Context: an optimization exercise on an open-source flow, tuned for small area and a short achievable clock period. The choices shown serve that exercise and are no tape-out recipe.
Function was checked by simulation only, so behaviour that the tests miss may differ from the original.
No activity file was given, so power comes from the tool's default toggle rates.

===== design/flow/config.mk =====
export PLATFORM = sky130hd
export DESIGN_NAME = fifo_flags_top
export DESIGN_NICKNAME = fifo_flags_top
export VERILOG_FILES = /design/flow/design.v
export SDC_FILE = /design/flow/constraint.sdc
export NUM_CORES = 4
export LEC_CHECK = 0
export CAP_MARGIN = 20
export CORE_MARGIN = 2
export CORE_UTILIZATION = 65
export PLACE_DENSITY = 0.75
export SETUP_SLACK_MARGIN = 1.8
export SLEW_MARGIN = 20

===== design/flow/constraint.sdc =====
create_clock -name core_clock -period 4.0 [get_ports {clk}]
set_input_delay 0.8000 -clock core_clock [delete_from_list [all_inputs] [get_ports {clk}]]
set_output_delay 0.8000 -clock core_clock [all_outputs]
set_load 0.01 [all_outputs]

===== design/flow/design.v =====
module fifo_flags_top (
  input  logic        clk,
  input  logic        rst_n,
  input  logic        winc,
  input  logic [31:0] wdata,
  input  logic        wclr_err,
  output logic        wfull,
  output logic        walmost_full,
  output logic        woverflow,
  output logic [6:0]  wlevel,
  input  logic        rinc,
  input  logic        rclr_err,
  output logic [31:0] rdata,
  output logic        rempty,
  output logic        ralmost_empty,
  output logic        runderflow,
  output logic [6:0]  rlevel
);
  async_fifo_flags #(
    .WIDTH(32), .DEPTH(64), .SYNC_STAGES(2), .AF_LEVEL(60), .AE_LEVEL(4), .FWFT(0)
  ) u_fifo (
    .wclk(clk), .rclk(clk), .rst_n(rst_n),
    .winc(winc), .wdata(wdata), .wclr_err(wclr_err),
    .wfull(wfull), .walmost_full(walmost_full), .woverflow(woverflow), .wlevel(wlevel),
    .rinc(rinc), .rclr_err(rclr_err), .rdata(rdata), .rempty(rempty),
    .ralmost_empty(ralmost_empty), .runderflow(runderflow), .rlevel(rlevel)
  );
endmodule

package async_fifo_pkg;
  localparam int SYNC_STAGES_MIN = 2;
  localparam int SYNC_STAGES_MAX = 4;
  localparam int PTR_W_MAX       = 32;
  typedef logic [PTR_W_MAX-1:0] ptr_t;
  function automatic logic [PTR_W_MAX-1:0] bin2gray(input logic [PTR_W_MAX-1:0] b);
    bin2gray = b ^ (b >> 1);
  endfunction
  function automatic logic [PTR_W_MAX-1:0] gray2bin(input logic [PTR_W_MAX-1:0] gray);
    logic [PTR_W_MAX-1:0] bin;
    bin = gray;
    for (int i = 1; i < PTR_W_MAX; i++) begin
      bin = bin ^ (gray >> i);
    end
    gray2bin = bin;
  endfunction
endpackage
module gray_ptr_sync #(
  parameter int WIDTH  = 7,
  parameter int STAGES = 2
) (
  input  logic             clk,
  input  logic             rst_n,
  input  logic [WIDTH-1:0] gray_in,
  output logic [WIDTH-1:0] gray_out
);
  logic [STAGES-1:0][WIDTH-1:0] sync_q;
  logic [STAGES-1:0][WIDTH-1:0] sync_d;
  always_comb begin
    sync_d = {sync_q[STAGES-2:0], gray_in};
  end
  always_ff @(posedge clk or negedge rst_n) begin
    if (!rst_n) begin
      sync_q <= '0;
    end else begin
      sync_q <= sync_d;
    end
  end
  assign gray_out = sync_q[STAGES-1];
endmodule
module async_fifo_flags
#(
  parameter int WIDTH       = 32,
  parameter int DEPTH       = 64,
  parameter int SYNC_STAGES = 2,
  parameter int AF_LEVEL    = DEPTH - 4,
  parameter int AE_LEVEL    = 4,
  parameter int FWFT        = 0,
  localparam int ADDR_W     = $clog2(DEPTH)
) (
  input  logic              wclk,
  input  logic              rclk,
  input  logic              rst_n,
  input  logic              winc,
  input  logic [WIDTH-1:0]  wdata,
  input  logic              wclr_err,
  output logic              wfull,
  output logic              walmost_full,
  output logic              woverflow,
  output logic [ADDR_W:0]   wlevel,
  input  logic              rinc,
  input  logic              rclr_err,
  output logic [WIDTH-1:0]  rdata,
  output logic              rempty,
  output logic              ralmost_empty,
  output logic              runderflow,
  output logic [ADDR_W:0]   rlevel
);
  localparam int PTR_W  = ADDR_W + 1;
  localparam int SYNC_N = (SYNC_STAGES < async_fifo_pkg::SYNC_STAGES_MIN) ? async_fifo_pkg::SYNC_STAGES_MIN :
                          (SYNC_STAGES > async_fifo_pkg::SYNC_STAGES_MAX) ? async_fifo_pkg::SYNC_STAGES_MAX : SYNC_STAGES;
  localparam int LAG    = SYNC_N + 1;
  localparam int LO_W   = ADDR_W / 2;
  localparam int HI_W   = ADDR_W - LO_W;
  localparam int LO_N   = 1 << LO_W;
  localparam int HI_N   = 1 << HI_W;
  logic [1:0] wrst_q, rrst_q;
  logic       wrst_n, rrst_n;
  always_ff @(posedge wclk or negedge rst_n) begin
    if (!rst_n) wrst_q <= 2'b00;
    else        wrst_q <= {wrst_q[0], 1'b1};
  end
  always_ff @(posedge rclk or negedge rst_n) begin
    if (!rst_n) rrst_q <= 2'b00;
    else        rrst_q <= {rrst_q[0], 1'b1};
  end
  assign wrst_n = wrst_q[1];
  assign rrst_n = rrst_q[1];
  logic [WIDTH-1:0] mem [DEPTH];
  logic [ADDR_W-1:0] wptr_q;
  logic [PTR_W-1:0]  wlevel_q, wbase, wbase_p1, wlevel_d;
  logic              wfull_q, wfull_d, waf_q, waf_d, wovf_q, wovf_d, w_accept;
  logic [LAG-1:0]    racc_hist_q;    
  logic              r_accept;
  always_comb begin
    w_accept = winc && !wfull_q;
    wbase    = wlevel_q - PTR_W'(racc_hist_q[LAG-1]);
    wbase_p1 = wbase + PTR_W'(1);
    wlevel_d = w_accept ? wbase_p1 : wbase;
    wfull_d  = w_accept ? (wbase_p1 == PTR_W'(DEPTH))    : (wbase == PTR_W'(DEPTH));
    waf_d    = w_accept ? (wbase_p1 >= PTR_W'(AF_LEVEL)) : (wbase >= PTR_W'(AF_LEVEL));
    wovf_d   = (winc && wfull_q) ? 1'b1 : (wclr_err ? 1'b0 : wovf_q);
  end
  always_ff @(posedge wclk or negedge wrst_n) begin
    if (!wrst_n) begin
      wptr_q      <= '0;
      wlevel_q    <= '0;
      wfull_q     <= 1'b0;
      waf_q       <= 1'b0;
      wovf_q      <= 1'b0;
      racc_hist_q <= '0;
    end else begin
      wptr_q      <= wptr_q + ADDR_W'(w_accept);
      wlevel_q    <= wlevel_d;
      wfull_q     <= wfull_d;
      waf_q       <= waf_d;
      wovf_q      <= wovf_d;
      racc_hist_q <= {racc_hist_q[LAG-2:0], r_accept};
    end
  end
  always_ff @(posedge wclk) begin
    if (w_accept) mem[wptr_q] <= wdata;
  end
  logic [LO_N-1:0]  rlo_q;           
  logic [HI_N-1:0]  rhi_q;           
  logic [PTR_W-1:0] rlevel_q, rbase, rbase_m1, rlevel_d;
  logic             rempty_q, rempty_d, rae_q, rae_d, runf_q, runf_d;
  logic [LAG-1:0]   wacc_hist_q;     
  always_comb begin
    r_accept = rinc && !rempty_q;
    rbase    = rlevel_q + PTR_W'(wacc_hist_q[LAG-1]);
    rbase_m1 = rbase - PTR_W'(1);
    rlevel_d = r_accept ? rbase_m1 : rbase;
    rempty_d = r_accept ? (rbase_m1 == '0)                : (rbase == '0);
    rae_d    = r_accept ? (rbase_m1 <= PTR_W'(AE_LEVEL))  : (rbase <= PTR_W'(AE_LEVEL));
    runf_d   = (rinc && rempty_q) ? 1'b1 : (rclr_err ? 1'b0 : runf_q);
  end
  always_ff @(posedge rclk or negedge rrst_n) begin
    if (!rrst_n) begin
      rlo_q       <= LO_N'(1);
      rhi_q       <= HI_N'(1);
      rlevel_q    <= '0;
      rempty_q    <= 1'b1;
      rae_q       <= 1'b1;
      runf_q      <= 1'b0;
      wacc_hist_q <= '0;
    end else begin
      if (r_accept) begin
        rlo_q <= {rlo_q[LO_N-2:0], rlo_q[LO_N-1]};
        if (rlo_q[LO_N-1]) rhi_q <= {rhi_q[HI_N-2:0], rhi_q[HI_N-1]};
      end
      rlevel_q    <= rlevel_d;
      rempty_q    <= rempty_d;
      rae_q       <= rae_d;
      runf_q      <= runf_d;
      wacc_hist_q <= {wacc_hist_q[LAG-2:0], w_accept};
    end
  end
  logic [WIDTH-1:0] grp_word [HI_N];
  logic [WIDTH-1:0] head_word;
  always_comb begin
    for (int g = 0; g < HI_N; g++) begin
      grp_word[g] = '0;
      for (int j = 0; j < LO_N; j++) begin
        grp_word[g] = grp_word[g] | (mem[g*LO_N + j] & {WIDTH{rlo_q[j]}});
      end
    end
    head_word = '0;
    for (int g = 0; g < HI_N; g++) begin
      head_word = head_word | (grp_word[g] & {WIDTH{rhi_q[g]}});
    end
  end
  generate
    if (FWFT != 0) begin : g_fwft
      assign rdata = rempty_q ? '0 : head_word;
    end else begin : g_reg
      logic [WIDTH-1:0] rdata_q;
      always_ff @(posedge rclk or negedge rrst_n) begin
        if (!rrst_n)       rdata_q <= '0;
        else if (r_accept) rdata_q <= head_word;
      end
      assign rdata = rdata_q;
    end
  endgenerate
  assign wfull         = wfull_q;
  assign walmost_full  = waf_q;
  assign woverflow     = wovf_q;
  assign wlevel        = wlevel_q;
  assign rempty        = rempty_q;
  assign ralmost_empty = rae_q;
  assign runderflow    = runf_q;
  assign rlevel        = rlevel_q;
endmodule

===== design/flow/run.sh =====
#!/bin/bash
# synth_recipe.tcl (not shown) runs the flow's synth.tcl, then flattens the netlist and writes it again
# the make line also repeats each setting of config.mk as NAME=value (left out here)
make -C /OpenROAD-flow-scripts/flow DESIGN_CONFIG=/design/flow/config.mk WORK_HOME=/design/flow/orfs CLKGATE_MAP_FILE= SYNTH_SCRIPT=/design/flow/synth_recipe.tcl finish

==> results of run 1 <==
layout by cell type, fill, tap and decap left out, drive strengths merged, types with 47 or more instances in the layout:
master	n
nand2	47
buf	522
clkbuf	289
dfrtp	78
nand4	257
edfxtp	2048
nor2	108
a221oi	64
a22oi	1024
a22o	64
clkinv	88
final cells by class:
type                    instances  area [um2]
clock inverters               106         885
inverters                      12        52.6
multi-input cells            1726       14300
flip-flops and latches       2130       63700
clock buffers                 257        5280
diodes                          2        5.00
fillers                      5500       24300
well taps                    1536        1920
repair buffers                564        7330
registers in the layout (all words and copies together) (netlist names), 3 cells and up:
signal / count
u_fifo.g_reg.rdata_q: 32
u_fifo.mem: 2048
u_fifo.racc_hist_q: 3
u_fifo.rhi_q: 8
u_fifo.rlevel_q: 7
u_fifo.rlo_q: 8
u_fifo.wacc_hist_q: 3
u_fifo.wlevel_q: 7
u_fifo.wptr_q: 6
cell families (layout without fill, tap and decap cells):
| logic type | Yosys count | after routing | share of synthesized area, % |
|---|---|---|---|
| mux | 10 | 10 | 0.145 |
| other cells | 1 | 3 | 0.00488 |
| buf+inv | 299 | 939 | 1.50 |
| compound gates | 1212 | 1212 | 11.9 |
| flops | 2130 | 2130 | 82.6 |
| xor+xnor | 29 | 29 | 0.340 |
| simple gates | 464 | 464 | 3.27 |
| fa+ha+maj | 10 | 10 | 0.163 |
synthesized netlist by cell type, types with 6 or more instances:
cell	number
sky130_fd_sc_hd__nand4_1	257
sky130_fd_sc_hd__clkbuf_1	209
sky130_fd_sc_hd__inv_1	11
sky130_fd_sc_hd__a31oi_1	32
sky130_fd_sc_hd__nand2_1	47
sky130_fd_sc_hd__buf_2	18
sky130_fd_sc_hd__mux2_2	9
sky130_fd_sc_hd__edfxtp_1	2048
sky130_fd_sc_hd__dfrtp_1	78
sky130_fd_sc_hd__buf_1	59
sky130_fd_sc_hd__xor2_1	18
sky130_fd_sc_hd__a22o_1	64
sky130_fd_sc_hd__nor2_1	108
sky130_fd_sc_hd__a22oi_1	1024
sky130_fd_sc_hd__a221oi_1	64
sky130_fd_sc_hd__o22ai_1	6
sky130_fd_sc_hd__nand3_1	19
sky130_fd_sc_hd__ha_1	10
sky130_fd_sc_hd__nand2b_1	6
sky130_fd_sc_hd__xnor2_1	10
sky130_fd_sc_hd__o21ai_0	11
routing by layer:
layer	up-vias	global-route usage, %	wire (um)
met5	-	0.0400	27
met4	4	21.1	17300
met3	820	13.7	46700
met2	5121	57.1	111000
met1	24100	54.8	80500
li1	18600	-	-
where the power goes:
group	internal [mW]	leakage (nW)	switching, mW	total (mW)
combinational	0.976	7.11	2.12	3.10
sequential	25.4	19.4	0.476	25.8
clock	9.97	3.01	8.19	18.2
worst reg2reg max path: cells and delay by family, from the launching register on:
kind                   cells  cell delay [ns]
and+or+nand+nor            1             0.65
DFF                        1             0.50
buffers and inverters      2             0.38
AOI/OAI and AO/OA          3             0.92
final timing paths:
kind / startpoint / slack, ns / endpoint
worst max-delay path: u_fifo.rlo_q[7] / 1.41 / u_fifo.g_reg.rdata_q[26]
worst min-delay path: rst_n / 0.15 / u_fifo.wrst_q[0]
worst max register to register: u_fifo.rlo_q[7] / 1.41 / u_fifo.g_reg.rdata_q[26]
worst min register to register: u_fifo.racc_hist_q[0] / 0.35 / u_fifo.racc_hist_q[1]
max in group asynchronous: u_fifo.rrst_q[1] / 2.61 / u_fifo.rhi_q[0]
min in group core_clock: u_fifo.racc_hist_q[0] / 0.35 / u_fifo.racc_hist_q[1]
repair_timing:
action / CTS / global route
pin swaps: 140 / 157
gates cloned: 17 / 36
buffers inserted: 99 / 73
resized for setup: 537 / 225
endpoints found under the setup margin: 1722 / 795
stage by stage:
step	utilization (%)	cells	worst slack (ns)
final	79.4	6333	1.41
after global routing	79.4	6332	1.42
after CTS	77.1	6221	1.56
after detailed placement	69.4	5742	0.705
after global placement	69.4	5741	0.728
after floorplan	-	4155	1.47
==> metrics.md, run 1 <==
| Metric | Value |
|---|---|
| Outcome | finished clean |
| Number of buffers inserted during clock tree synthesis | around 200 |
| Mean instance size in the synthesized netlist | 18.5 um2 |
| Fmax | about 0.39 GHz |
| Mapped Area | between 70000 and 80000 um2 |
| Number of slew-limit violations in the final report | 0 |
| Synth top area share | between 70% and 80% |
| Largest area contributor in the netlist | sky130_fd_sc_hd__edfxtp_1 |
| Critical Path End Type | flop |
| Sum of overflow across all layers after global routing | 0 |
| Global routing usage summed across all routing layers | around two fifths |
| Count of yosys warnings during synthesis | 2 |
| First-pass GRT wire length | around 330000 um |
| CTS clk-pin slew, worst paths | ~0.06 ns |
| Placed cell area | about 82000 um2 |
| Number of global-route vias before repair | ~44000 |
| Kind of critical path | reg -> reg |
| First DRT Iteration DRCs | about 9500 |
| Worst EP required | about 4.7 ns |
| Endpoints failing setup | 0 |
| Detailed-router iteration count before antenna repair | 8 |
| Total of flip-flops plus latches after synthesis | ~2100 |
| Detailed-route wire length | 255000 um |
| Largest cells by area after synthesis | sky130_fd_sc_hd__edfxtp_1, sky130_fd_sc_hd__a22oi_1, sky130_fd_sc_hd__dfrtp_1, sky130_fd_sc_hd__nand4_1, sky130_fd_sc_hd__clkbuf_1 |
| Period utilisation layout | about two thirds |
| Data arrival time of the worst path | around 3.2 ns |
| Core region area | roughly 120000 um2 |
| Number of different library cells in the post-synthesis netlist | 43 |
| Most used DFF post-synth | sky130_fd_sc_hd__edfxtp_1 |
| Critical path buffer and inverter count | 2 |
| Max cap viols | 0 |
| Worst Reg2Reg Path Length in Cells | 6 |
| Layout overhead on the synthesized area | 21.5% |
| Stage delay of the slowest cell on the critical path | 0.65 ns |
| Final TNS setup | 0 ns |
| RSZ-0062 raised after global routing | yes |
| Post-route total power | roughly 47 mW |
| DIE AREA | approximately 120000 um2 |
| Worst-path cell chain | buf_12 > buf_16 > a22oi_1 > nand4_1 > a221oi_2 > a31oi_1 |
| Number of nets with antenna violations after routing | 0 |
| Leakage power | between 20 and 30 nW |
| Kind of cell adding the most delay to the critical path | compound AO/OA/AOI/OAI gates |
| CP Depth | 6 |
| Master of the slowest instance on the critical path | sky130_fd_sc_hd__nand4_1 |
| Number of top-level design ports | 90 |
| Sequential element share of the synthesized area | roughly 83% |
| Routed len/inst | around 40 um |
| Clock root buffer master | sky130_fd_sc_hd__clkbuf_16 |
| Min-delay worst type | in -> async |
| Remaining DRCs | 0 |
| Number of enable flip-flop cells after synthesis | between 2000 and 2500 |
| Tightest slew margin relative to the limit | between 8 and 9% |
| RD Place Congestion | about 0.95 |
| Count of clock tree sinks | around 2100 |
| Number of levels the H-tree was split into | 4 |
| Setup Skew | ~0.049 ns |
| Total of hold buffers inserted after clock tree synthesis | 0 |
| CP max FO | 26 |
| Number of buffers between clock root and the deepest sink | 3 |
| Initial antenna violation count | 10 |
| Area of all placed cells without fillers | ~93000 um2 |
| Smallest hold slack | about 0.15 ns |
| Kind of start point of the critical path | flop |
| TritonCTS clock tree | built |
| Die span in y | approximately 350 um |
| Final hold violation count | 0 |
| Clock latency on the worst-skew pair | between 0.8 and 0.9 ns |
| Final net count | about 4700 |
| Port Buf Inserts | between 80 and 90 |
| Proportion of layout cells with a drive suffix above 1 | around 25% |
| Net count of the mapped netlist | approximately 4200 |
| Pin count of the biggest net entering global routing | 65 |
| Transition time at the pin with the least slew margin | ~1.4 ns |
| Routed vias/inst | between 7 and 8 |
| Horizontal die dimension | between 300 and 400 um |
| Syn Inst Count | about 4200 |
| VDD IR max | approximately 0.47 mV |
| Total number of vias | 48600 |
| Share of synthesized registers carrying an async set or reset | under 10% |
| Power per cell area | ~500 nW/um2 |
| Final period demand of the worst path | about 2.6 ns |
| DP Wirelength | ~130000 um |
| Standard-cell rows | between 100 and 150 |
| Initial Utilization | 65.3% |
==> inputs of run 2 (changes only) <==
--- a/design/flow/config.mk
+++ b/design/flow/config.mk
@@ -10,4 +10,3 @@
 export CORE_UTILIZATION = 65
 export PLACE_DENSITY = 0.75
-export SETUP_SLACK_MARGIN = 1.8
 export SLEW_MARGIN = 20
==> run 2 against run 1 <==
Worst setup slack worse by 0.63 ns; clock skew down 0.019 ns; die area unchanged; register-to-register slack worse by 0.63 ns; hold slack worse by 0.013 ns; critical path depth up 1; synthesized cell count unchanged; sequential cell count unchanged; first-iteration DRC count down 19%; critical path type unchanged.
==> metrics.md, run 2 <==
| Metric | Value |
|---|---|
| Global routing usage summed across all routing layers | 36.5% |
| Kind of critical path | reg -> reg |
| Horizontal die dimension | 348 um |
| Layout overhead on the synthesized area | 14.2% |
| Remaining DRCs | 0 |
| Count of clock tree sinks | 2130 |
| RD Place Congestion | 0.897 |
| Number of buffers inserted during clock tree synthesis | between 150 and 200 |
| Kind of start point of the critical path | flop |
| Mapped Area | slightly below 80000 um2 |
| Leakage power | between 20 and 30 nW |
| Largest area contributor in the netlist | sky130_fd_sc_hd__edfxtp_1 |
| Worst-path cell chain | buf_4 > buf_12 > a22oi_1 > nand4_1 > a22o_1 > a221oi_1 > a31oi_1 |
| CP max FO | 31 |
| Routed vias/inst | 7.41 |
| Max cap viols | 0 |
| Critical Path End Type | flop |
| Initial antenna violation count | 18 |
| Endpoints failing setup | 0 |
| Mean instance size in the synthesized netlist | around 19 um2 |
| Total of hold buffers inserted after clock tree synthesis | 0 |
| Final hold violation count | 0 |
| Most frequent cell after synthesis | sky130_fd_sc_hd__edfxtp_1 |
| Syn Inst Count | 4155 |
| Port Buf Inserts | 89 |
| Largest registers | u_fifo.mem x2048, u_fifo.g_reg.rdata_q x32 |
| Pin count of the biggest net entering global routing | 65 |
| Tightest slew margin relative to the limit | between 20 and 25% |
| Most common library cell in the layout ignoring fill and taps | sky130_fd_sc_hd__edfxtp_1 |
| Final TNS setup | 0 ns |
| Proportion of layout cells with a drive suffix above 1 | roughly 14% |
| Standard-cell rows | approximately 130 |
| Flip-flop count of the largest register after layout | just over 2000 |
| RSZ-0062 raised after global routing | no |
| Period utilisation layout | slightly above 80% |
| Setup Skew | between 0.03 and 0.04 ns |
| Initial Utilization | 65.3% |
| Data arrival time of the worst path | just under 4 ns |
| Share of synthesized registers carrying an async set or reset | approximately 3.8% |
| Stage delay of the slowest cell on the critical path | ~0.76 ns |
| Synth top area share | 80.0% |
| Number of different library cells in the post-synthesis netlist | 43 |
| DIE AREA | approximately 120000 um2 |
| Number of slew-limit violations in the final report | 0 |
| Final period demand of the worst path | around 3.2 ns |
| Number of buffers between clock root and the deepest sink | 3 |
| Master of the slowest instance on the critical path | sky130_fd_sc_hd__dfrtp_4 |
| Filler Cell Count | ~6500 |
| Core region area | 118000 um2 |
| Worst EP required | 4.64 ns |
| Count of yosys warnings during synthesis | 2 |
| Most used DFF post-synth | sky130_fd_sc_hd__edfxtp_1 |
| DP Wirelength | ~130000 um |
| Outcome | finished clean |
| Detailed-route wire length | between 200000 and 250000 um |
| Most frequent cells in the layout | sky130_fd_sc_hd__edfxtp_1, sky130_fd_sc_hd__a22oi_1, sky130_fd_sc_hd__nand4_1, sky130_fd_sc_hd__clkbuf_16, sky130_fd_sc_hd__buf_4 |
| Post-route total power | around 47 mW |
| Buffers inserted by post-CTS timing repair | 0 |
| Number of enable flip-flop cells after synthesis | 2048 |
| First-pass GRT wire length | 313000 um |
| Top register by number of flip-flops | u_fifo.mem |
| TritonCTS clock tree | built |
| Commonest cells post-synth | sky130_fd_sc_hd__edfxtp_1, sky130_fd_sc_hd__a22oi_1, sky130_fd_sc_hd__nand4_1, sky130_fd_sc_hd__clkbuf_1, sky130_fd_sc_hd__nor2_1 |
| First DRT Iteration DRCs | just under 8000 |
| Routed len/inst | ~36 um |
| CTS clk-pin slew, worst paths | 0.06 ns |
| Transition time at the pin with the least slew margin | approximately 1.2 ns |
| Fmax | between 0.3 and 0.4 GHz |
| Number of top-level design ports | 90 |
| Total of flip-flops plus latches after synthesis | around 2100 |
| Largest cells by area after synthesis | sky130_fd_sc_hd__edfxtp_1, sky130_fd_sc_hd__a22oi_1, sky130_fd_sc_hd__dfrtp_1, sky130_fd_sc_hd__nand4_1, sky130_fd_sc_hd__clkbuf_1 |
| VDD IR max | between 0.6 and 0.7 mV |
| Total number of vias | 45200 |
| Final net count | 4441 |
| Die span in y | ~350 um |
| Power per cell area | approximately 530 nW/um2 |
| Sum of overflow across all layers after global routing | 0 |
| Number of levels the H-tree was split into | 4 |
| Sequential element share of the synthesized area | approximately 83% |
| Number of nets with antenna violations after routing | 0 |
| Min-delay worst type | in -> async |
| Clock latency on the worst-skew pair | approximately 0.82 ns |
| Detailed-router iteration count before antenna repair | 6 |
| Clock root buffer master | sky130_fd_sc_hd__clkbuf_16 |
| Number of global-route vias before repair | approximately 44000 |
| Post-CTS sizing | 0 |
| Net count of the mapped netlist | between 4000 and 5000 |
-- run 2: cell counts after synthesis --
Identical to the previous run, type by type.
-- run 2: metrics by stage --
step / hold slack (ns) / cell area, um2 / util [%] / instances / worst slack [ns]
3_5_place_dp: 0.338 / 81500 / 69.2 / 5727 / 0.438
2_1_floorplan: 0.331 / 76900 / - / 4155 / 0.0398
3_3_place_gp: 0.333 / 81500 / 69.2 / 5727 / 0.467
6_report: 0.138 / 87800 / 74.6 / 6103 / 0.776
4_1_cts: 0.0915 / 87800 / 74.5 / 6094 / 1.01
5_1_grt: 0.128 / 87800 / 74.6 / 6096 / 0.778
-- run 2: path summary, 6_finish.rpt --
kind	end	from	cells after the start	slack (ns)
max reg2reg	u_fifo.g_reg.rdata_q[31]	u_fifo.rlo_q[7]	7	0.78
max	u_fifo.g_reg.rdata_q[31]	u_fifo.rlo_q[7]	7	0.78
min reg2reg	u_fifo.racc_hist_q[2]	u_fifo.racc_hist_q[1]	0	0.35
min in group core_clock	u_fifo.racc_hist_q[2]	u_fifo.racc_hist_q[1]	0	0.35
min	u_fifo.rrst_q[1]	rst_n	1	0.14
max in group asynchronous	u_fifo.rlo_q[6]	u_fifo.rrst_q[1]	1	2.56
-- run 2: report_power, final --
group | internal [mW] | switching, mW | total (mW)
sequential | 25.4 | 0.508 | 25.9
clock | 10.1 | 8.11 | 18.2
combinational | 0.713 | 1.86 | 2.57
-- run 2: area by class of cell --
class / count / area [um2] / share of cell area, %
timing repair buffer: 325 / 3300 / 3.75
tap: 1536 / 1920 / 2.19
clock inverter: 117 / 1110 / 1.26
antenna: 7 / 17.5 / 0.0199
clock buffer: 250 / 5170 / 5.89
sequential: 2130 / 63600 / 72.4
multi-input combinational: 1726 / 12700 / 14.4
inverter: 12 / 45.0 / 0.0513
-- run 2: metal layers --
metal / track usage [%] / up-vias / wire [um]
met3: 10.3 / 596 / 31100
met5: 0 / - / 125
met4: 15.4 / 20 / 10000
met2: 55.5 / 3775 / 102000
li1: - / 18000 / -
met1: 50.4 / 22800 / 76400
-- run 2: worst max-delay path: cells and delay by family (launching register included) --
kind	cells	cell delay, ns
AOI/OAI and AO/OA	4	1.37
buffers and inverters	2	0.55
DFF	1	0.76
and+or+nand+nor	1	0.32
-- run 2: logic make-up (layout without fill, tap and decap cells) --
family,count (synthesis),after routing,synth area share [%]
XOR/XNOR,29,29,0.340
AND/OR/NAND/NOR,464,464,3.27
multiplexers,10,10,0.145
flip-flops,2130,2130,82.6
AO/OA/AOI/OAI,1212,1212,11.9
other,1,8,0.00488
buffers and inverters,299,704,1.50
adder cells (fa/ha/maj),10,10,0.163
==> inputs of run 3 (changes only) <==
--- a/design/flow/config.mk
+++ b/design/flow/config.mk
@@ -8,5 +8,4 @@
 export CAP_MARGIN = 20
 export CORE_MARGIN = 2
-export CORE_UTILIZATION = 65
-export PLACE_DENSITY = 0.75
+export CORE_UTILIZATION = 40
 export SLEW_MARGIN = 20
==> run 3 against run 2 <==
Design area rose by 1.9%; critical path type unchanged; sequential power is essentially flat; routed wire length is 6.6% higher; critical path depth unchanged.
==> metrics.md, run 3 <==
| Metric | Value |
|---|---|
| Data arrival time of the worst path | about 4.0 ns |
| Number of global-route vias before repair | around 42000 |
| Sequential element share of the synthesized area | between 80% and 90% |
| Initial antenna violation count | 15 |
| Transition time at the pin with the least slew margin | about 1.1 ns |
| Number of buffers inserted during clock tree synthesis | ~200 |
| Total of hold buffers inserted after clock tree synthesis | 0 |
| Largest cells by area after synthesis | sky130_fd_sc_hd__edfxtp_1, sky130_fd_sc_hd__a22oi_1, sky130_fd_sc_hd__dfrtp_1, sky130_fd_sc_hd__nand4_1, sky130_fd_sc_hd__clkbuf_1 |
| Number of nets with antenna violations after routing | 0 |
| First DRT Iteration DRCs | about 7000 |
| Placed cell area | about 83000 um2 |
| Share of synthesized registers carrying an async set or reset | 3.85% |
| Final period demand of the worst path | 3.33 ns |
| Port Buf Inserts | 89 |
| Detailed-route wire length | ~230000 um |
| Tightest slew margin relative to the limit | roughly a quarter |
| RD Place Congestion | between 0.8 and 0.9 |
| Smallest hold slack | ~0.13 ns |
| Detailed-router iteration count before antenna repair | 8 |
| Most common library cell in the layout ignoring fill and taps | sky130_fd_sc_hd__edfxtp_1 |
| Outcome | finished clean |
| Critical Path End Type | flop |
| Post-CTS sizing | 0 |
| Power per cell area | about 530 nW/um2 |
| Number of buffers between clock root and the deepest sink | 3 |
| Number of slew-limit violations in the final report | 0 |
| Min-delay worst type | in -> async |
| Leakage power | approximately 27 nW |
| Number of different library cells in the post-synthesis netlist | between 40 and 50 |
| Mean instance size in the synthesized netlist | 18.5 um2 |
| Horizontal die dimension | between 400 and 500 um |
| TritonCTS clock tree | built |
| DP Wirelength | between 100000 and 150000 um |
| First-pass GRT wire length | between 300000 and 400000 um |
| Final core occ | between 40 and 50% |
| Commonest cells post-synth | sky130_fd_sc_hd__edfxtp_1, sky130_fd_sc_hd__a22oi_1, sky130_fd_sc_hd__nand4_1, sky130_fd_sc_hd__clkbuf_1, sky130_fd_sc_hd__nor2_1 |
| Routed vias/inst | approximately 6.2 |
| CP Depth | 7 |
| CP max FO | 39 |
| Top register by number of flip-flops | u_fifo.mem |
| Area of all placed cells without fillers | just under 90000 um2 |
| Kind of cell adding the most delay to the critical path | compound AO/OA/AOI/OAI gates |
| Die span in y | between 400 and 500 um |
| Count of yosys warnings during synthesis | 2 |
| Endpoints failing setup | 0 |
| Largest registers | u_fifo.mem x2048, u_fifo.g_reg.rdata_q x32 |
| Pin count of the biggest net entering global routing | 71 |
| Mapped Area | 76900 um2 |
| Routed len/inst | 32.9 um |
| Total of flip-flops plus latches after synthesis | approximately 2100 |
| Syn Inst Count | about 4200 |
| Most frequent cells in the layout | sky130_fd_sc_hd__edfxtp_1, sky130_fd_sc_hd__a22oi_1, sky130_fd_sc_hd__nand4_1, sky130_fd_sc_hd__buf_4, sky130_fd_sc_hd__clkbuf_16 |
| Initial Utilization | just over 40% |
| Number of levels the H-tree was split into | 4 |
| Core region area | 191000 um2 |
| Clock latency on the worst-skew pair | ~0.85 ns |
| Setup Skew | ~0.044 ns |
| Max cap viols | 0 |
| Final hold violation count | 0 |
| VDD IR max | between 0.3 and 0.4 mV |
| Final TNS setup | 0 ns |
| Worst EP required | around 4.7 ns |
| Cell mode on critical path | sky130_fd_sc_hd__buf_4 |
| Flip-flop count of the largest register after layout | 2048 |
| Final net count | 4472 |
| Period utilisation layout | 83.4% |
| Kind of start point of the critical path | flop |
| Number of enable flip-flop cells after synthesis | roughly 2000 |
| Post-placement worst setup slack | roughly 0.67 ns |
| Buffers inserted by post-CTS timing repair | 0 |
| Remaining DRCs | 0 |
| Multi-input logic area | 12700 um2 |
| Fmax | 0.300 GHz |
| DIE AREA | around 200000 um2 |
| Global routing usage summed across all routing layers | about a quarter |
| Worst-path cell chain | buf_12 > buf_4 > a22oi_1 > nand4_1 > a221oi_1 > buf_4 > a31oi_1 |
| RSZ-0062 raised after global routing | no |
| Master of the slowest instance on the critical path | sky130_fd_sc_hd__a221oi_1 |
| Most used DFF post-synth | sky130_fd_sc_hd__edfxtp_1 |
| Filler Cell Count | 15900 |
| CTS clk-pin slew, worst paths | roughly 0.06 ns |
| Standard-cell rows | 160 |
| Total number of vias | 44400 |
| Synth top area share | between 70% and 80% |
| Most frequent cell after synthesis | sky130_fd_sc_hd__edfxtp_1 |
| Number of top-level design ports | 90 |
| FF/Latch Area | between 60000 and 70000 um2 |
| Worst Reg2Reg Path Length in Cells | 7 |
| Post-route setup slack | approximately 0.67 ns |
| Proportion of layout cells with a drive suffix above 1 | 14.7% |
| Sum of overflow across all layers after global routing | 0 |
| Net count of the mapped netlist | roughly 4200 |
| Critical path buffer and inverter count | 3 |
| Kind of critical path | reg -> reg |
| Count of clock tree sinks | approximately 2100 |
| Layout overhead on the synthesized area | 16.4% |
| Largest area contributor in the netlist | sky130_fd_sc_hd__edfxtp_1 |
| Clock root buffer master | sky130_fd_sc_hd__clkbuf_16 |
| Stage delay of the slowest cell on the critical path | between 0.7 and 0.8 ns |
run 3: cell counts after synthesis:
Identical to the previous run, type by type.
run 3: power by group:
part / leakage [nW] / total, mW / internal (mW) / switching, mW
Sequential: 19.4 / 25.8 / 25.3 / 0.468
Combinational: 4.88 / 2.63 / 0.723 / 1.91
Clock: 3.12 / 18.6 / 10.3 / 8.34
Total: 27.4 / 47.1 / 36.3 / 10.7
run 3: routing by layer:
metal	wire, um	vias to the layer above	global-route usage, %	share of wire, %
met3	25300	303	5.09	11
met5	41	-	0	0.018
met2	106000	2640	35.4	46
li1	-	18100	-	-
met4	5690	6	6.11	2.4
met1	96500	23300	34.0	41
run 3: cell families after synthesis:
logic type / share of synthesized area (%)
flops: 82.6
compound gates: 11.9
simple gates: 3.27
buf+inv: 1.50
xor+xnor: 0.340
fa+ha+maj: 0.163
mux: 0.145
other cells: 0.00488
run 3: worst paths after layout:
kind                                   from                  endpoint  slack [ns]
setup / recovery            u_fifo.rlo_q[4]  u_fifo.g_reg.rdata_q[16]        0.67
hold / removal                        rst_n          u_fifo.rrst_q[1]        0.13
setup reg to reg            u_fifo.rlo_q[4]  u_fifo.g_reg.rdata_q[16]        0.67
hold reg to reg            u_fifo.rrst_q[1]     u_fifo.wacc_hist_q[2]        0.27
max in group asynchronous  u_fifo.rrst_q[1]           u_fifo.rhi_q[6]        2.76
min in group core_clock           wdata[17]        u_fifo.mem[52][17]        0.29
run 3: cell type report:
class | instances | share of cell area, %
repair buffers | 353 | 4.06
clock inverters | 120 | 1.27
diodes | 7 | 0.0196
multi-input cells | 1726 | 14.2
well taps | 2511 | 3.51
clock buffers | 250 | 5.87
inverters | 12 | 0.0517
flip-flops and latches | 2130 | 71.1
run 3: per-stage QoR:
| step | power (mW) | instances |
|---|---|---|
| floorplan | 27.2 | 4155 |
| global placement | 28.8 | 6730 |
| finish | 47.1 | 7109 |
| CTS | 47.2 | 7102 |
| global route | 48.3 | 7103 |
| detailed placement | 28.9 | 6732 |
==> inputs of run 4 (changes only) <==
--- a/design/flow/config.mk
+++ b/design/flow/config.mk
@@ -8,4 +8,8 @@
 export CAP_MARGIN = 20
 export CORE_MARGIN = 2
-export CORE_UTILIZATION = 40
+export CORE_UTILIZATION = 65
+export CTS_BUF_LIST = sky130_fd_sc_hd__clkbuf_8
+export CTS_CLUSTER_SIZE = 30
+export PLACE_DENSITY = 0.75
+export SETUP_SLACK_MARGIN = 1.8
 export SLEW_MARGIN = 20
==> run 4 against run 3 <==
Combinational power rose by 14%; global-route usage rose by 17 points; critical path depth shrank 1; area after synthesis unchanged; sequential power about the same; clock skew increased by 0.035 ns; routed wire length rose by 6.7%; largest cell class unchanged; cell count decreased by 8.4%; largest power group unchanged; fmax up 26%.
==> metrics.md, run 4 <==
| Metric | Value |
|---|---|
| Most frequent cells in the layout | sky130_fd_sc_hd__edfxtp_1, sky130_fd_sc_hd__a22oi_1, sky130_fd_sc_hd__clkbuf_8, sky130_fd_sc_hd__nand4_1, sky130_fd_sc_hd__buf_4 |
| Period utilisation layout | around two thirds |
| Filler Cell Count | approximately 5700 |
| Final TNS setup | 0 ns |
| Syn Inst Count | 4155 |
| Tightest slew margin relative to the limit | between 15 and 20% |
| Initial Utilization | about two thirds |
| Standard-cell rows | roughly 130 |
| Largest area contributor in the netlist | sky130_fd_sc_hd__edfxtp_1 |
| Most common library cell in the layout ignoring fill and taps | sky130_fd_sc_hd__edfxtp_1 |
| Number of buffers between clock root and the deepest sink | 4 |
| Mean instance size in the synthesized netlist | 18.5 um2 |
| Post-route setup slack | around 1.4 ns |
| Horizontal die dimension | around 350 um |
| Core region area | roughly 120000 um2 |
| Mapped Area | 76900 um2 |
| Global routing usage summed across all routing layers | slightly above 40% |
| Detailed-route wire length | 250000 um |
| Max cap viols | 0 |
| Port Buf Inserts | between 80 and 90 |
| Largest registers | u_fifo.mem x2048, u_fifo.g_reg.rdata_q x32 |
| Detailed-router iteration count before antenna repair | 9 |
| Layout overhead on the synthesized area | 20.6% |
| Transition time at the pin with the least slew margin | 1.24 ns |
| Number of enable flip-flop cells after synthesis | between 2000 and 2500 |
| Routed vias/inst | 7.45 |
| Endpoints failing setup | 0 |
| Fmax | 0.379 GHz |
| TritonCTS clock tree | built |
| Most frequent cell after synthesis | sky130_fd_sc_hd__edfxtp_1 |
| Leakage power | slightly below 30 nW |
| RSZ-0062 raised after global routing | yes |
| Routed len/inst | roughly 38 um |
| Pin count of the biggest net entering global routing | 65 |
| Final period demand of the worst path | between 2 and 3 ns |
| Top register by number of flip-flops | u_fifo.mem |
| Die span in y | 348 um |
| Min-delay worst type | in -> reg |
| Post-placement worst setup slack | approximately 0.70 ns |
| Sum of overflow across all layers after global routing | 0 |
| Number of different library cells in the post-synthesis netlist | between 40 and 50 |
| Number of levels the H-tree was split into | 5 |
| Final net count | 4791 |
| Total of flip-flops plus latches after synthesis | between 2000 and 2500 |
| VDD IR max | about 0.36 mV |
| Final hold violation count | 0 |
| Flip-flop count of the largest register after layout | ~2000 |
| Sequential element share of the synthesized area | between 80% and 90% |
| CP max FO | 7 |
| Clock latency on the worst-skew pair | about 1.1 ns |
| Number of nets with antenna violations after routing | 0 |
| DIE AREA | 121000 um2 |
| Count of clock tree sinks | approximately 2100 |
| Synth top area share | between 70% and 80% |
| Proportion of layout cells with a drive suffix above 1 | a little over a quarter |
| Number of buffers inserted during clock tree synthesis | between 300 and 400 |
| Commonest cells post-synth | sky130_fd_sc_hd__edfxtp_1, sky130_fd_sc_hd__a22oi_1, sky130_fd_sc_hd__nand4_1, sky130_fd_sc_hd__clkbuf_1, sky130_fd_sc_hd__nor2_1 |
| Data arrival time of the worst path | about 3.5 ns |
| CTS clk-pin slew, worst paths | ~0.07 ns |
| Number of top-level design ports | 90 |
| First-pass GRT wire length | roughly 340000 um |
| Kind of critical path | reg -> reg |
| Remaining DRCs | 0 |
| Number of global-route vias before repair | around 45000 |
| Setup Skew | about 0.079 ns |
| Share of synthesized registers carrying an async set or reset | between 3 and 4% |
| Largest cells by area after synthesis | sky130_fd_sc_hd__edfxtp_1, sky130_fd_sc_hd__a22oi_1, sky130_fd_sc_hd__dfrtp_1, sky130_fd_sc_hd__nand4_1, sky130_fd_sc_hd__clkbuf_1 |
| RD Place Congestion | around 0.95 |
| Count of yosys warnings during synthesis | 2 |
| Power per cell area | 486 nW/um2 |
| Worst EP required | roughly 4.9 ns |
| Net count of the mapped netlist | 4203 |
| Kind of start point of the critical path | flop |
| Clock root buffer master | sky130_fd_sc_hd__clkbuf_8 |
| Number of slew-limit violations in the final report | 0 |
| DP Wirelength | approximately 130000 um |
| Initial antenna violation count | 14 |
| Critical Path End Type | flop |
| Total number of vias | between 40000 and 50000 |
| Most used DFF post-synth | sky130_fd_sc_hd__edfxtp_1 |
| First DRT Iteration DRCs | ~9300 |
| Outcome | finished clean |
## run 4: final cells by class
cell class,instances,area (um2),share of cell area (%)
Sequential cell,2130,63700,68.6
Inverter,12,50.0,0.0539
Clock inverter,220,932,1.00
Antenna cell,6,15.0,0.0162
Clock buffer,344,4730,5.10
Timing Repair Buffer,541,7200,7.77
Tap cell,1536,1920,2.07
Multi-Input combinational cell,1726,14300,15.4
## run 4: routing by layer
layer | global-route usage [%] | vias to the layer above | routed length (um)
met5 | 0 | - | 67
li1 | - | 18800 | -
met4 | 22.2 | 12 | 15700
met3 | 15.9 | 785 | 44400
met2 | 56.9 | 4964 | 108000
met1 | 55.3 | 23900 | 81500
## run 4: kinds of logic after synthesis
family / synth area share (%)
adder cells (fa/ha/maj): 0.163
AND/OR/NAND/NOR: 3.27
flip-flops: 82.6
other: 0.00488
AO/OA/AOI/OAI: 11.9
XOR/XNOR: 0.340
buffers and inverters: 1.50
multiplexers: 0.145
## run 4: what timing repair did
item,4_1_cts,5_1_grt
hold buffers,1,0
setup endpoints to repair,1344,820
buffers inserted,118,37
pin swaps,208,112
gates resized for setup,674,103
endpoints found under the hold margin,2,0
gates cloned,38,9
## run 4: critical path, stage by stage, from the launching register on
cell and delay (ns):
sky130_fd_sc_hd__dfrtp_4 0.58, sky130_fd_sc_hd__buf_16 0.20, sky130_fd_sc_hd__buf_4 0.18, sky130_fd_sc_hd__a22oi_2 0.20, sky130_fd_sc_hd__nand4_1 0.65, sky130_fd_sc_hd__a221oi_2 0.52
sky130_fd_sc_hd__a31oi_1 0.13
## run 4: report_power, final
group	total (mW)	internal [mW]	switching (mW)	leakage, nW
sequential	25.8	25.4	0.468	19.4
clock	16.2	8.04	8.21	3.32
combinational	3.01	0.961	2.05	7.02
## run 4: through the flow
step | area (um2) | utilization, % | power (mW) | hold slack [ns] | instances
3_5_place_dp | 81800 | 69.4 | 28.8 | 0.336 | 5742
3_3_place_gp | 81700 | 69.4 | 28.7 | 0.332 | 5741
2_1_floorplan | 77500 | - | 27.5 | 0.331 | 4155
4_1_cts | 91800 | 77.9 | 44.7 | 0.108 | 6463
6_report | 92800 | 78.8 | 45.1 | 0.159 | 6515
5_1_grt | 92800 | 78.8 | 46.2 | 0.144 | 6511
## run 4: path summary, 6_finish.rpt
check,end,cells past startpoint,slack [ns],from
hold / removal,u_fifo.mem[32][15],1,0.16,wdata[15]
setup / recovery,u_fifo.g_reg.rdata_q[26],6,1.36,u_fifo.rlo_q[6]
hold reg to reg,u_fifo.wacc_hist_q[1],0,0.34,u_fifo.wacc_hist_q[0]
min in group asynchronous,u_fifo.rlevel_q[1],0,0.37,u_fifo.rrst_q[1]
setup reg to reg,u_fifo.g_reg.rdata_q[26],6,1.36,u_fifo.rlo_q[6]
max in group asynchronous,u_fifo.rhi_q[0],1,2.68,u_fifo.rrst_q[1]
==> inputs of run 5 (changes only) <==
--- a/design/flow/config.mk
+++ b/design/flow/config.mk
@@ -8,8 +8,8 @@
 export CAP_MARGIN = 20
 export CORE_MARGIN = 2
-export CORE_UTILIZATION = 65
-export CTS_BUF_LIST = sky130_fd_sc_hd__clkbuf_8
+export CORE_UTILIZATION = 60
+export CTS_CLUSTER_DIAMETER = 100
 export CTS_CLUSTER_SIZE = 30
-export PLACE_DENSITY = 0.75
-export SETUP_SLACK_MARGIN = 1.8
+export PLACE_DENSITY = 0.7
+export SETUP_SLACK_MARGIN = 1.75
 export SLEW_MARGIN = 20
==> run 5 against run 4 <==
Area after synthesis unchanged; power shrank 13%; worst setup slack improved by 0.043 ns; critical path depth up 1; design area decreased by 5.2%; fmax increased by 1.7%; register-to-register slack better by 0.04 ns; clock power decreased by 36%; synthesized cell count unchanged; count of clock-buffer cells in the layout decreased by 231; via count shrank 7.1%; sequential power barely moved; critical path type unchanged; highest routed layer unchanged.
==> metrics.md, run 5 <==
| Metric | Value |
|---|---|
| Final hold violation count | 0 |
| Pin count of the biggest net entering global routing | 65 |
| Final TNS setup | 0 ns |
| CTS clk-pin slew, worst paths | between 0.1 and 0.15 ns |
| Mapped Area | 76900 um2 |
| Most common library cell in the layout ignoring fill and taps | sky130_fd_sc_hd__edfxtp_1 |
| Data arrival time of the worst path | between 3 and 4 ns |
| Total of flip-flops plus latches after synthesis | 2130 |
| Proportion of layout cells with a drive suffix above 1 | around 20% |
| Count of clock tree sinks | between 2000 and 2500 |
| Core region area | roughly 130000 um2 |
| Mean instance size in the synthesized netlist | ~19 um2 |
| Most frequent cells in the layout | sky130_fd_sc_hd__edfxtp_1, sky130_fd_sc_hd__a22oi_1, sky130_fd_sc_hd__nand4_1, sky130_fd_sc_hd__buf_4, sky130_fd_sc_hd__clkbuf_16 |
| Initial Utilization | 60.4% |
| Net count of the mapped netlist | 4203 |
| Compound-gate portion of the synthesized area | 11.9% |
| Number of levels the H-tree was split into | 3 |
| Syn Inst Count | slightly above 4000 |
| Sequential element share of the synthesized area | between 80% and 90% |
| Detailed-route wire length | about 230000 um |
| Commonest cells post-synth | sky130_fd_sc_hd__edfxtp_1, sky130_fd_sc_hd__a22oi_1, sky130_fd_sc_hd__nand4_1, sky130_fd_sc_hd__clkbuf_1, sky130_fd_sc_hd__nor2_1 |
| Final period demand of the worst path | 2.60 ns |
| Fmax | slightly below 0.4 GHz |
| Number of global-route vias before repair | slightly above 40000 |
| Count of yosys warnings during synthesis | 2 |
| DP Wirelength | 129000 um |
| Sum of overflow across all layers after global routing | 0 |
| Number of buffers inserted during clock tree synthesis | between 80 and 90 |
| Final net count | 4496 |
| Pint | 30.2 mW |
| Setup Skew | 0.0270 ns |
| Largest registers | u_fifo.mem x2048, u_fifo.g_reg.rdata_q x32 |
| VDD IR max | 0.410 mV |
| Kind of start point of the critical path | flop |
| Clk pwr share | between 20% and 30% |
| Worst EP required | about 4.6 ns |
| Switching portion of total power | 22.7% |
| Clock root buffer master | sky130_fd_sc_hd__clkbuf_16 |
| Leakage power | roughly 27 nW |
| Largest family of logic cells by synthesized area | compound AO/OA/AOI/OAI gates |
| CP max FO | 8 |
| Port Buf Inserts | slightly below 90 |
| Detailed-router iteration count before antenna repair | 6 |
| Synth Area in Simple Gates | under 10% |
| Number of slew-limit violations in the final report | 0 |
| Outcome | finished clean |
| Number of buffers between clock root and the deepest sink | 3 |
| Clock latency on the worst-skew pair | between 0.7 and 0.8 ns |
| Comb pwr share | between 7 and 8% |
| Post-synthesis xor/xnor area fraction | 0.340% |
| Reg2reg setup slack | between 1 and 1.5 ns |
| First-pass GRT wire length | around 320000 um |
| Power per cell area | 445 nW/um2 |
| Layout overhead on the synthesized area | 14.4% |
| Number of different library cells in the post-synthesis netlist | 43 |
| Transition time at the pin with the least slew margin | about 1.3 ns |
| Largest area contributor in the netlist | sky130_fd_sc_hd__edfxtp_1 |
| Endpoints failing setup | 0 |
| FF-to-FF End | u_fifo.g_reg.rdata_q[15] |
| RSZ-0062 raised after global routing | yes |
| Standard-cell rows | 131 |
| Largest cells by area after synthesis | sky130_fd_sc_hd__edfxtp_1, sky130_fd_sc_hd__a22oi_1, sky130_fd_sc_hd__dfrtp_1, sky130_fd_sc_hd__nand4_1, sky130_fd_sc_hd__clkbuf_1 |
| Share of synthesized registers carrying an async set or reset | slightly below 4% |
| Number of nets with antenna violations after routing | 0 |
| Switching power | about 8.9 mW |
| First DRT Iteration DRCs | between 8000 and 9000 |
| Start of the worst register-to-register path | u_fifo.rlo_q[0] |
| Flip-flop count of the largest register after layout | 2048 |
| Routed vias/inst | ~7.3 |
| Total number of vias | about 45000 |
| DIE AREA | between 100000 and 150000 um2 |
| TritonCTS clock tree | built |
| Tightest slew margin relative to the limit | roughly 16% |
| Period utilisation layout | around 65% |
| Min-delay worst type | in -> async |
| Routed len/inst | around 38 um |
| Die span in y | approximately 360 um |
| Remaining DRCs | 0 |
| Global routing usage summed across all routing layers | about a third |
| Synth top area share | approximately four fifths |
| RD Place Congestion | approximately 0.89 |
| Number of top-level design ports | 90 |
| Initial antenna violation count | 10 |
| Number of enable flip-flop cells after synthesis | about 2000 |
| Max cap viols | 0 |
| Adder and majority gate portion of the synthesized area | less than 1% |
| Top register by number of flip-flops | u_fifo.mem |
| Horizontal die dimension | 362 um |
| Share of total power in sequential cells | about two thirds |
| Most used DFF post-synth | sky130_fd_sc_hd__edfxtp_1 |
| Critical Path End Type | flop |
| Worst Reg2Reg Path Length in Cells | 7 |
| Post-route total power | about 40 mW |
| Mux share of post-synthesis cell area | less than 1% |
| Most frequent cell after synthesis | sky130_fd_sc_hd__edfxtp_1 |
| Kind of critical path | reg -> reg |
## run 5: changes by cell type in the layout (fill, tap and decap cells not counted), moves of 27 or more
cell / change
sky130_fd_sc_hd__buf_6: -57
sky130_fd_sc_hd__clkinv_1: -75
sky130_fd_sc_hd__clkinv_2: -27
sky130_fd_sc_hd__a22oi_1: +50
sky130_fd_sc_hd__inv_1: -112
sky130_fd_sc_hd__a22oi_2: -50
sky130_fd_sc_hd__clkbuf_1: +30
sky130_fd_sc_hd__clkbuf_16: +94
sky130_fd_sc_hd__clkbuf_8: -344
## run 5: power by group through the flow
stage          Sequential (mW)  Clock, mW  Combinational (mW)
3_3_place_gp              26.2          0                2.50
2_1_floorplan             26.1          0                1.36
5_1_grt                   25.8       11.0                3.23
4_1_cts                   25.7       10.3                2.82
6_report                  25.7       10.3                3.06
3_5_place_dp              26.3          0                2.57
## run 5: what timing repair did
item / 4_1_cts / 5_1_grt
cloned: 8 / 22
buffers inserted: 84 / 48
pin swaps: 93 / 143
endpoints found under the setup margin: 1442 / 582
gates resized for setup: 350 / 184
hold buffers: 0 / 0
## run 5: logic make-up after synthesis
logic type,after synthesis
flip-flops,2130
AO/OA/AOI/OAI,1212
AND/OR/NAND/NOR,464
buffers and inverters,299
XOR/XNOR,29
adder cells (fa/ha/maj),10
multiplexers,10
other,1
## run 5: layout make-up
| cell class | instances | area [um2] |
|---|---|---|
| timing repair buffer | 497 | 5840 |
| antenna | 2 | 5.00 |
| inverter | 12 | 55.1 |
| tap | 1662 | 2080 |
| clock inverter | 6 | 83.8 |
| multi-input combinational | 1726 | 14100 |
| fill | 7887 | 39400 |
| clock buffer | 113 | 2190 |
| sequential | 2130 | 63600 |
## run 5: how the worst max path moves through the flow
stage / startpoint / end / slack [ns] / cells after the start
after global routing: u_fifo.rlo_q[3] / u_fifo.g_reg.rdata_q[2] / 1.41 / 7
after detailed placement: winc / u_fifo.mem[3][13] / 0.63 / 8
final: u_fifo.rlo_q[0] / u_fifo.g_reg.rdata_q[15] / 1.40 / 7
after global placement: winc / u_fifo.mem[3][13] / 0.64 / 8
after CTS: u_fifo.rlo_q[3] / u_fifo.g_reg.rdata_q[20] / 1.53 / 7
after floorplan: winc / u_fifo.mem[33][0] / 1.47 / 5
## run 5: metal layers
layer,vias to the layer above,part of all wire [%],track usage [%]
li1,18000,-,-
met1,23100,36,49.6
met2,3498,46,52.8
met3,406,14,8.36
met4,8,3.3,8.85
met5,-,0.025,0
## run 5: critical path: stages, from the launching register on
cell and delay (ns):
sky130_fd_sc_hd__dfstp_4 0.66, sky130_fd_sc_hd__buf_12 0.23, sky130_fd_sc_hd__a22oi_1 0.22, sky130_fd_sc_hd__nand4_1 0.39, sky130_fd_sc_hd__a22o_1 0.33, sky130_fd_sc_hd__a221oi_1 0.27
sky130_fd_sc_hd__buf_4 0.24, sky130_fd_sc_hd__a31oi_1 0.10
## run 5: stage by stage
step                      area, um2  util (%)  cells  worst slack (ns)  hold WS [ns]
after floorplan               77500         -   4155              1.47         0.331
after global placement        81900      64.3   5864             0.637         0.334
after detailed placement      81900      64.3   5864             0.627         0.335
after CTS                     86100      67.6   6075              1.53         0.185
after global routing          88000      69.1   6147              1.41         0.191
final                         88000      69.1   6148              1.40         0.213
==> inputs of run 6 (changes only) <==
--- a/design/flow/design.v
+++ b/design/flow/design.v
@@ -104,4 +104,5 @@
   localparam int LO_N   = 1 << LO_W;
   localparam int HI_N   = 1 << HI_W;
+  localparam int LO_COPIES = (HI_N >= 4) ? 4 : HI_N;
   logic [1:0] wrst_q, rrst_q;
   logic       wrst_n, rrst_n;
@@ -151,5 +152,5 @@
     if (w_accept) mem[wptr_q] <= wdata;
   end
-  logic [LO_N-1:0]  rlo_q;           
+  logic [LO_N-1:0]  rlo_q [LO_COPIES];  
   logic [HI_N-1:0]  rhi_q;           
   logic [PTR_W-1:0] rlevel_q, rbase, rbase_m1, rlevel_d;
@@ -167,5 +168,5 @@
   always_ff @(posedge rclk or negedge rrst_n) begin
     if (!rrst_n) begin
-      rlo_q       <= LO_N'(1);
+      for (int c = 0; c < LO_COPIES; c++) rlo_q[c] <= LO_N'(1);
       rhi_q       <= HI_N'(1);
       rlevel_q    <= '0;
@@ -176,6 +177,6 @@
     end else begin
       if (r_accept) begin
-        rlo_q <= {rlo_q[LO_N-2:0], rlo_q[LO_N-1]};
-        if (rlo_q[LO_N-1]) rhi_q <= {rhi_q[HI_N-2:0], rhi_q[HI_N-1]};
+        for (int c = 0; c < LO_COPIES; c++) rlo_q[c] <= {rlo_q[c][LO_N-2:0], rlo_q[c][LO_N-1]};
+        if (rlo_q[0][LO_N-1]) rhi_q <= {rhi_q[HI_N-2:0], rhi_q[HI_N-1]};
       end
       rlevel_q    <= rlevel_d;
@@ -192,5 +193,5 @@
       grp_word[g] = '0;
       for (int j = 0; j < LO_N; j++) begin
-        grp_word[g] = grp_word[g] | (mem[g*LO_N + j] & {WIDTH{rlo_q[j]}});
+        grp_word[g] = grp_word[g] | (mem[g*LO_N + j] & {WIDTH{rlo_q[g * LO_COPIES / HI_N][j]}});
       end
     end
--- a/design/flow/config.mk
+++ b/design/flow/config.mk
@@ -8,8 +8,6 @@
 export CAP_MARGIN = 20
 export CORE_MARGIN = 2
-export CORE_UTILIZATION = 60
-export CTS_CLUSTER_DIAMETER = 100
-export CTS_CLUSTER_SIZE = 30
-export PLACE_DENSITY = 0.7
-export SETUP_SLACK_MARGIN = 1.75
+export CORE_UTILIZATION = 70
+export PLACE_DENSITY = 0.8
+export SETUP_SLACK_MARGIN = 1.7
 export SLEW_MARGIN = 20
==> run 6 against run 5 <==
The layout now fails its checks (antenna rules); design area rose by 4.8%; via count rose by 14%; worst setup slack got worse by 0.24 ns; sequential cell count rose by 24; non-clock buffer count rose by 15; clock skew rose by 0.0072 ns; hold slack got worse by 0.080 ns; synthesized cell count rose by 2.8%; count of clock-buffer cells in the layout rose by 149; cell count rose by 3.5%; combinational power rose by 7.8%; register-to-register slack got worse by 0.24 ns; critical path type unchanged; critical endpoint is now u_fifo.g_reg.rdata_q[14].
==> metrics.md, run 6 <==
| Metric | Value |
|---|---|
| Number of buffers inserted during clock tree synthesis | 198 |
| DP Wirelength | between 100000 and 150000 um |
| VDD IR max | 0.523 mV |
| Commonest cells post-synth | sky130_fd_sc_hd__edfxtp_1, sky130_fd_sc_hd__a22oi_1, sky130_fd_sc_hd__nand4_1, sky130_fd_sc_hd__clkbuf_1, sky130_fd_sc_hd__nand2_1 |
| First-pass GRT wire length | ~350000 um |
| Most used DFF post-synth | sky130_fd_sc_hd__edfxtp_1 |
| Flip-flop count of the largest register after layout | between 2000 and 2500 |
| CP max FO | 7 |
| Sequential element share of the synthesized area | between 80 and 90% |
| Top register by number of flip-flops | u_fifo.mem |
| Initial Utilization | 70.5% |
| Proportion of layout cells with a drive suffix above 1 | 22.9% |
| Post-route setup slack | ~1.2 ns |
| Filler Cell Count | 4557 |
| Min-delay worst type | in -> async |
| Port Buf Inserts | ~90 |
| Total of flip-flops plus latches after synthesis | ~2200 |
| Data arrival time of the worst path | 3.56 ns |
| Most frequent cell after synthesis | sky130_fd_sc_hd__edfxtp_1 |
| Routed vias/inst | 8.05 |
| Remaining DRCs | 0 |
| Number of global-route vias before repair | roughly 48000 |
| Number of different library cells in the post-synthesis netlist | 58 |
| Final period demand of the worst path | roughly 2.8 ns |
| Detailed-route wire length | ~260000 um |
| Final TNS setup | 0 ns |
| Total of hold buffers inserted after clock tree synthesis | 0 |
| Tightest slew margin relative to the limit | 15.0% |
| Clock latency on the worst-skew pair | around 0.85 ns |
| Final net count | about 4700 |
| TritonCTS clock tree | built |
| Count of yosys warnings during synthesis | 3 |
| RSZ-0062 raised after global routing | yes |
| Outcome | failed layout checks |
| Number of top-level design ports | 90 |
| Sum of overflow across all layers after global routing | 0 |
| RD Place Congestion | 0.962 |
| DIE AREA | about 110000 um2 |
| Start of the worst register-to-register path | u_fifo.rlo_q[3][3] |
| Kind of critical path | reg -> reg |
| First DRT Iteration DRCs | between 10000 and 15000 |
| FF-to-FF End | u_fifo.g_reg.rdata_q[14] |
| Number of buffers between clock root and the deepest sink | 3 |
| Layout overhead on the synthesized area | 18.3% |
| Net count of the mapped netlist | roughly 4300 |
| Number of slew-limit violations in the final report | 0 |
| Horizontal die dimension | about 340 um |
| Number of levels the H-tree was split into | 4 |
| Worst Reg2Reg Path Length in Cells | 8 |
| Most frequent cells in the layout | sky130_fd_sc_hd__edfxtp_1, sky130_fd_sc_hd__a22oi_1, sky130_fd_sc_hd__nand4_1, sky130_fd_sc_hd__buf_4, sky130_fd_sc_hd__clkbuf_16 |
| Standard-cell rows | between 100 and 150 |
| Syn Inst Count | 4272 |
| Mean instance size in the synthesized netlist | about 18 um2 |
| Leakage power | between 20 and 30 nW |
| Final core occ | a little over four fifths |
| Fmax | 0.353 GHz |
| Setup Skew | roughly 0.034 ns |
| Transition time at the pin with the least slew margin | about 1.3 ns |
| Post-placement worst setup slack | ~0.65 ns |
| Total number of vias | between 50000 and 60000 |
| Most common library cell in the layout ignoring fill and taps | sky130_fd_sc_hd__edfxtp_1 |
| Largest registers | u_fifo.mem x2048, u_fifo.g_reg.rdata_q x32, u_fifo.rlo_q x32 |
| Detailed-router iteration count before antenna repair | 9 |
| M1 WL | just under 80000 um |
| Global routing usage summed across all routing layers | ~45% |
| Final hold violation count | 0 |
| Core region area | roughly 110000 um2 |
| Number of nets with antenna violations after routing | 1 |
| Mapped Area | ~78000 um2 |
| Max cap viols | 0 |
| Period utilisation layout | a little under three quarters |
| Reg2reg setup slack | roughly 1.2 ns |
| CTS clk-pin slew, worst paths | around 0.060 ns |
| Die span in y | approximately 340 um |
| Clock root buffer master | sky130_fd_sc_hd__clkbuf_16 |
| Count of clock tree sinks | between 2000 and 2500 |
| Routed len/inst | a little over 40 um |
| Pin count of the biggest net entering global routing | ~90 |
| Number of enable flip-flop cells after synthesis | 2048 |
| Worst EP required | 4.73 ns |
| Power per cell area | 517 nW/um2 |
| Met2 WL | 115000 um |
| Largest area contributor in the netlist | sky130_fd_sc_hd__edfxtp_1 |
| Amount of wire on met3 after detailed routing | roughly 46000 um |
| Critical Path End Type | flop |
| Share of synthesized registers carrying an async set or reset | 4.92% |
| Endpoints failing setup | 0 |
| Placed cell area | a little over 80000 um2 |
| Synth top area share | slightly below 80% |
| Kind of start point of the critical path | flop |
| Max Used Layer | met5 |
| Largest cells by area after synthesis | sky130_fd_sc_hd__edfxtp_1, sky130_fd_sc_hd__a22oi_1, sky130_fd_sc_hd__dfrtp_1, sky130_fd_sc_hd__nand4_1, sky130_fd_sc_hd__clkbuf_1 |
| Layout violations | antenna rules |
| Initial antenna violation count | 26 |
| Area of all placed cells without fillers | just over 90000 um2 |
==> run 6: cell types whose count changed after synthesis, sizes merged, moves of 21 or more <==
| cell | previous run | this run |
|---|---|---|
| a21o | 0 | 33 |
| a221oi | 64 | 0 |
| a22o | 64 | 0 |
| a22oi | 1024 | 1152 |
| a31oi | 32 | 0 |
| a41oi | 0 | 33 |
| buf | 78 | 34 |
| clkbuf | 209 | 253 |
| dfrtp | 78 | 99 |
| nand2 | 47 | 116 |
| nor2 | 108 | 80 |
==> run 6: routing by layer <==
metal,up-vias,GRT usage [%]
li1,18800,-
met1,24900,57.3
met2,6157,64.4
met3,1327,17.3
met4,20,29.2
met5,-,0.0426
==> run 6: final cells by class <==
class | instances | area [um2] | share of cell area (%)
well taps | 1488 | 1860 | 2.02
multi-input cells | 1813 | 14400 | 15.6
clock inverters | 96 | 887 | 0.962
diodes | 19 | 47.5 | 0.0515
flip-flops and latches | 2154 | 64300 | 69.7
clock buffers | 262 | 5220 | 5.65
inverters | 18 | 72.6 | 0.0787
repair buffers | 512 | 5450 | 5.90
==> run 6: cell families after synthesis <==
group                      after synthesis  synth area share, %
buffers and inverters                  305                 1.47
AOI/OAI and AO/OA                     1252                 12.1
DFF                                   2154                 82.3
muxes                                   13                0.181
and+or+nand+nor                        511                 3.50
other                                    1              0.00481
xor gates and xnor gates                26                0.302
adders and majority gates               10                0.160
==> run 6: critical path: stages, from the launching register on <==
cell	delay, ns
sky130_fd_sc_hd__dfrtp_4	0.50
sky130_fd_sc_hd__buf_4	0.18
sky130_fd_sc_hd__buf_4	0.15
sky130_fd_sc_hd__buf_6	0.14
sky130_fd_sc_hd__a22oi_2	0.14
sky130_fd_sc_hd__nand4_1	0.46
sky130_fd_sc_hd__a22oi_2	0.65
sky130_fd_sc_hd__a41oi_2	0.25
sky130_fd_sc_hd__a21o_1	0.23
==> run 6: how the worst max path moves through the flow <==
stage                               endpoint  cells after the start  slack (ns)               start
finish              u_fifo.g_reg.rdata_q[14]                      8        1.17  u_fifo.rlo_q[3][3]
global route        u_fifo.g_reg.rdata_q[24]                      9        1.12  u_fifo.rlo_q[3][2]
CTS                 u_fifo.g_reg.rdata_q[21]                      6        1.47  u_fifo.rlo_q[1][5]
detailed placement        u_fifo.mem[24][11]                      6        0.65                winc
global placement          u_fifo.mem[24][11]                      6        0.66                winc
floorplan                  u_fifo.mem[37][0]                      4        0.97                winc
==> run 6: per-stage QoR <==
step / power, mW / hold slack [ns] / std cells
floorplan: 27.6 / 0.331 / 4272
global placement: 29.0 / 0.336 / 5778
detailed placement: 29.1 / 0.338 / 5778
CTS: 47.0 / 0.120 / 6292
global route: 48.5 / 0.121 / 6343
finish: 47.7 / 0.133 / 6362
==> run 6: power breakdown <==
group / total (mW) / switching (mW) / internal (mW)
registers: 26.0 / 0.446 / 25.6
clock network: 18.4 / 8.40 / 9.96
logic: 3.30 / 2.33 / 0.976
total: 47.7 / 11.2 / 36.5
==> run 6: repair_timing <==
action                     in CTS  in global routing
setup buffers                 146                 50
pin swaps                     121                103
cloned                         10                  1
resized for setup             478                111
setup endpoints to repair    1548                845

-- separate check: timing with driven ports --
Ports are ideal in the flow. The routed layouts listed here were re-timed in OpenROAD.
Step 1 (the two cells are an assumption about what drives the block):
set clk [get_ports {clk}]
set_driving_cell -lib_cell sky130_fd_sc_hd__clkbuf_16 $clk
set_driving_cell -lib_cell sky130_fd_sc_hd__buf_2 [delete_from_list [all_inputs] $clk]
Step 2 adds t to the input delays and takes it off the output delays; t is the mean of the earliest and latest rising clock arrival at the registers after step 1. Input paths then give back, and output paths get back, about the clock's delay inside the block.
a / b / c = ideal / step 1 / step 2; a / b = the first two.
run | t, ns | setup WS [ns] | worst setup path after step 2
run 1 | 0.886 | 1.410 / 1.410 / 1.062 | input to register
run 2 | 0.885 | 0.776 / 0.776 / 0.283 | input to register
run 3 | 0.921 | 0.666 / 0.666 / 0.609 | input to register
run 4 | 1.079 | 1.360 / 1.360 / 0.901 | input to register
run 5 | 0.808 | 1.403 / 1.403 / 1.240 | input to register
run 6 | 0.911 | 1.165 / 1.165 / 0.808 | input to register
The setup slack of run 2, which loses most, moves by 0.000 ns with the drivers and by -0.493 ns with both steps.
